This is an optimization exercise on Yosys and OpenROAD, whose aim is small area, not a production implementation. Where RTL was checked, it was by simulation tests only, not by an equivalence proof against the original. No activity file was given, so power comes from the tool's default toggle rates.

## the baseline
==> flow/design.v <==
`default_nettype none
module ctu_counter #(
    parameter int W = 32,
    parameter int G = 16
) (
    input  wire logic         clk,
    input  wire logic         rst,
    input  wire logic         en,
    output logic [W-1:0]      q
);
    localparam int NG = W / G;
    logic [W-1:0]  cnt_q;
    logic [W-1:0]  c;        
    logic [W-1:0]  s;
    logic [NG-1:0] all1;
    logic [NG-1:0] cin;
    for (genvar g = 0; g < NG; g++) begin : g_grp
        assign all1[g] = &cnt_q[g*G +: G];
        if (g == 0) begin : g_first
            assign cin[g] = en;
        end else begin : g_next
            assign cin[g] = cin[g-1] & all1[g-1];
        end
        for (genvar i = 0; i < G; i++) begin : g_bit
            if (i == 0) begin : g_b0
                assign c[g*G+i] = cin[g];
            end else begin : g_bn
                assign c[g*G+i] = c[g*G+i-1] & cnt_q[g*G+i-1];
            end
            assign s[g*G+i] = cnt_q[g*G+i] ^ c[g*G+i];
        end
    end
    always_ff @(posedge clk or posedge rst) begin
        if (rst) cnt_q <= '0;
        else     cnt_q <= s;
    end
    assign q = cnt_q;
endmodule
module commit_trace_unit #(
    parameter int DEPTH = 8,
    parameter int CNT_W = 32
) (
    input  wire logic              clk,
    input  wire logic              rst,
    input  wire logic              reg_wr_i,
    input  wire logic [2:0]        wr_reg_i,
    input  wire logic [15:0]       wr_data_i,
    input  wire logic              mem_rd_i,
    input  wire logic              mem_wr_i,
    input  wire logic [15:0]       mem_addr_i,
    input  wire logic [15:0]       mem_wdata_i,
    input  wire logic [15:0]       mem_rdata_i,
    input  wire logic              halt_i,
    input  wire logic              icache_req_i,
    input  wire logic              icache_hit_i,
    input  wire logic              dcache_req_i,
    input  wire logic              dcache_hit_i,
    output logic                   rec_valid,
    input  wire logic              rec_ready,
    output logic [3:0]             rec_flags,
    output logic [2:0]             rec_reg,
    output logic [15:0]            rec_wdata,
    output logic [15:0]            rec_addr,
    output logic [15:0]            rec_mdata,
    output logic [15:0]            rec_cycle,
    output logic                   full_o,
    output logic                   overflow_o,
    output logic                   done_o,
    output logic [CNT_W-1:0]       cycle_count_o,
    output logic [CNT_W-1:0]       inst_count_o,
    output logic [CNT_W-1:0]       icache_req_cnt_o,
    output logic [CNT_W-1:0]       icache_hit_cnt_o,
    output logic [CNT_W-1:0]       dcache_req_cnt_o,
    output logic [CNT_W-1:0]       dcache_hit_cnt_o
);
    localparam int CW = $clog2(DEPTH) + 1;      
    localparam int RW = 3 + 3 + 4*16;
    logic              halted_q;      
    logic              halt_rec_q;    
    logic              overflow_q;
    logic [CW-1:0]     count_q;
    logic [DEPTH-1:0][RW-1:0] fifo_q;
    logic              w_run, w_event, w_valid, w_full, w_pop, w_push, w_drop;
    logic [RW-1:0]     w_new_rec, w_head;
    logic [DEPTH-1:0]  w_sel;
    assign w_run   = ~halted_q;
    assign w_event = w_run & (halt_i | reg_wr_i | mem_rd_i | mem_wr_i);
    assign w_valid = (count_q != '0);
    assign w_full  = (count_q == CW'(DEPTH));
    assign w_pop   = w_valid & rec_ready;
    assign w_push  = w_event & (~w_full | w_pop);
    assign w_drop  = w_event & w_full & ~w_pop;
    assign w_new_rec = {reg_wr_i, mem_rd_i, mem_wr_i, wr_reg_i, wr_data_i, mem_addr_i,
                        (mem_wr_i ? mem_wdata_i : mem_rdata_i), cycle_count_o[15:0]};
    for (genvar g = 0; g < DEPTH; g++) begin : g_entry
        always_ff @(posedge clk) begin
            if (w_push) fifo_q[g] <= (g == 0) ? w_new_rec : fifo_q[(g == 0) ? 0 : g-1];
        end
    end
    always_ff @(posedge clk or posedge rst) begin
        if (rst) begin
            count_q    <= '0;
            overflow_q <= 1'b0;
            halted_q   <= 1'b0;
            halt_rec_q <= 1'b0;
        end else begin
            if (w_push & ~w_pop)      count_q <= count_q + CW'(1);
            else if (~w_push & w_pop) count_q <= count_q - CW'(1);
            if (w_drop)               overflow_q <= 1'b1;
            if (w_run & halt_i)       halted_q   <= 1'b1;
            if (w_push & halt_i)      halt_rec_q <= 1'b1;
        end
    end
    always_comb begin
        w_head = '0;
        for (int k = 0; k < DEPTH; k++) begin
            w_sel[k] = (count_q == CW'(k+1));
            w_head   = w_head | ({RW{w_sel[k]}} & fifo_q[k]);
        end
    end
    assign rec_valid = w_valid;
    assign rec_flags = {halt_rec_q & w_sel[0], w_head[RW-1 -: 3]};
    assign rec_reg   = w_head[64 +: 3];
    assign rec_wdata = w_head[48 +: 16];
    assign rec_addr  = w_head[32 +: 16];
    assign rec_mdata = w_head[16 +: 16];
    assign rec_cycle = w_head[0  +: 16];
    assign full_o     = w_full;
    assign overflow_o = overflow_q;
    assign done_o     = halted_q & ~w_valid;
    ctu_counter #(.W(CNT_W)) u_cyc (.clk, .rst, .en(w_run),                  .q(cycle_count_o));
    ctu_counter #(.W(CNT_W)) u_ins (.clk, .rst, .en(w_run & (halt_i | reg_wr_i | mem_wr_i)),
                                                                            .q(inst_count_o));
    ctu_counter #(.W(CNT_W)) u_icr (.clk, .rst, .en(w_run & icache_req_i),   .q(icache_req_cnt_o));
    ctu_counter #(.W(CNT_W)) u_ich (.clk, .rst, .en(w_run & icache_hit_i),   .q(icache_hit_cnt_o));
    ctu_counter #(.W(CNT_W)) u_dcr (.clk, .rst, .en(w_run & dcache_req_i),   .q(dcache_req_cnt_o));
    ctu_counter #(.W(CNT_W)) u_dch (.clk, .rst, .en(w_run & dcache_hit_i),   .q(dcache_hit_cnt_o));
endmodule
`default_nettype wire
==> flow/config.mk <==
export PLATFORM = sky130hd
export DESIGN_NAME = commit_trace_unit
export DESIGN_NICKNAME = commit_trace_unit
export VERILOG_FILES = /design/flow/design.v
export SDC_FILE = /design/flow/constraint.sdc
export NUM_CORES = 4
export LEC_CHECK = 0
export CAP_MARGIN = 20
export CORE_MARGIN = 2
export CORE_UTILIZATION = 70
export PLACE_DENSITY = 0.85
export SLEW_MARGIN = 20
==> flow/constraint.sdc <==
create_clock -name core_clock -period 5.0 [get_ports {clk}]
set_input_delay 1.0000 -clock core_clock [delete_from_list [all_inputs] [get_ports {clk}]]
set_output_delay 1.0000 -clock core_clock [all_outputs]
set_load 0.01 [all_outputs]
standard.sh (not shown) runs the stock make flow with config.mk's settings and CLKGATE_MAP_FILE= SYNTH_SCRIPT=/design/flow/synth_recipe.tcl, a recipe that flattens the netlist after the stock synthesis.
==> flow/flow/run.sh <==
#!/bin/bash
# Own layout flow: the standard ORFS flow (standard.sh) with three changes.
#  1. Synthesis: synth_recipe.tcl unchanged, except that Yosys's abc call for the
#     combinational logic uses an area-oriented script (flow/abc_area.script).
#     Flip-flop mapping (dfflibmap) runs before abc and is untouched, so the
#     registers, their names and cell types are those of the standard synthesis.
#  2. Every input and output port still gets a buffer, but the smallest one (buf_1).
#  3. CTS: larger sink clusters driven by clkbuf_16 and no dummy clock loads.
# Each tool's full output goes to ORFS's own logs under orfs/logs; make's output
# goes to flow_make.log.
set -euo pipefail
here=$(pwd)
{
  echo 'proc abc {args} {'
  echo '  set i [lsearch -exact $args -script]'
  echo '  if {$i >= 0} { lset args [expr {$i+1}] $::env(OWN_ABC_SCRIPT) }'
  echo '  yosys abc {*}$args'
  echo '}'
  cat synth_recipe.tcl
} > own_synth.tcl
sed "s#SYNTH_SCRIPT=[^ ]*synth_recipe.tcl#SYNTH_SCRIPT=$here/own_synth.tcl#" standard.sh > own_standard.sh
grep -q "own_synth.tcl" own_standard.sh
export OWN_ABC_SCRIPT=$here/flow/abc_area.script
export BUFFER_PORTS_ARGS="-buffer_cell sky130_fd_sc_hd__buf_1"
export CTS_ARGS="-sink_clustering_enable -repair_clock_nets -dont_use_dummy_load -buf_list {sky130_fd_sc_hd__clkbuf_8 sky130_fd_sc_hd__clkbuf_16} -sink_clustering_buffer sky130_fd_sc_hd__clkbuf_8 -tree_buf sky130_fd_sc_hd__clkbuf_16 -root_buf sky130_fd_sc_hd__clkbuf_16 -sink_clustering_size 18 -sink_clustering_max_diameter 45"
bash own_standard.sh > flow_make.log 2>&1
==> flow/flow/abc_area.script <==
strash
dch -f
amap
topo
stime -c
Inputs modified between the baseline and the candidate:
-- flow/design.v --
<<< the baseline, line 112
        end
    end
    always_comb begin
        w_head = '0;
        for (int k = 0; k < DEPTH; k++) begin
            w_sel[k] = (count_q == CW'(k+1));
            w_head   = w_head | ({RW{w_sel[k]}} & fifo_q[k]);
        end
    end
    assign rec_valid = w_valid;
>>> the candidate, line 112
        end
    end
    logic [RW-1:0] w_term [DEPTH];
    always_comb begin
        for (int k = 0; k < DEPTH; k++) begin
            w_sel[k]  = (count_q == CW'(k+1));
            w_term[k] = {RW{w_sel[k]}} & fifo_q[k];
        end
        w_head = (w_term[0] | w_term[1] | w_term[2]) |
                 (w_term[3] | w_term[4] | w_term[5]) |
                 (w_term[6] | w_term[7]);
    end
    assign rec_valid = w_valid;
<<< the baseline, line 129
    assign overflow_o = overflow_q;
    assign done_o     = halted_q & ~w_valid;
    ctu_counter #(.W(CNT_W)) u_cyc (.clk, .rst, .en(w_run),                  .q(cycle_count_o));
    ctu_counter #(.W(CNT_W)) u_ins (.clk, .rst, .en(w_run & (halt_i | reg_wr_i | mem_wr_i)),
                                                                            .q(inst_count_o));
>>> the candidate, line 132
    assign overflow_o = overflow_q;
    assign done_o     = halted_q & ~w_valid;
    ctu_counter #(.W(CNT_W), .G(CNT_W)) u_cyc (.clk, .rst, .en(w_run),                  .q(cycle_count_o));
    ctu_counter #(.W(CNT_W)) u_ins (.clk, .rst, .en(w_run & (halt_i | reg_wr_i | mem_wr_i)),
                                                                            .q(inst_count_o));
==> run notes <==
- The candidate ran in full, but the layout does not pass; the checks complain about negative setup slack.
- The candidate and the baseline ended up with roughly the same amount of wire on met2 after detailed routing.
- Sort the baseline and the candidate by total power draw asc -> top: the baseline
- Compared with the baseline, in the candidate clock skew barely changed, part of the power in registers shrank by 0.3 points, portion of the clock cycle consumed by the worst path in the final layout rose 27 points.
Only the layout flow was run in the candidate; the RTL was not checked for function there.

## what the ideal ports hide
In the flow no input, the clock included, has a driving cell. The finished layouts below were timed again as built, in two steps.
Step 1: set_driving_cell puts a clkbuf_16 on clk and a buf_2 on each other input, an assumption about the parent block.
Step 2 times the ports against the registers' clock, not the clock port: input delays grow and output delays shrink by t, the midpoint of the rising clock arrivals with the driver on.
a / b / c = ideal ports / drivers / drivers and shift; a / b = the first two.
| run | t (ns) | setup slack, ns | worst data-port slew with drivers (ns) | pins driven straight from the clock port |
|---|---|---|---|---|
| the baseline | 0.602 | 0.701 / 0.701 / 0.307 | 0.09 | 1 |
| the candidate | 0.611 | -0.638 / -0.638 / -0.638 | 0.10 | 1 |
The setup slack of the baseline, which loses most, moves by 0.000 ns with the drivers and by -0.394 ns with both steps.
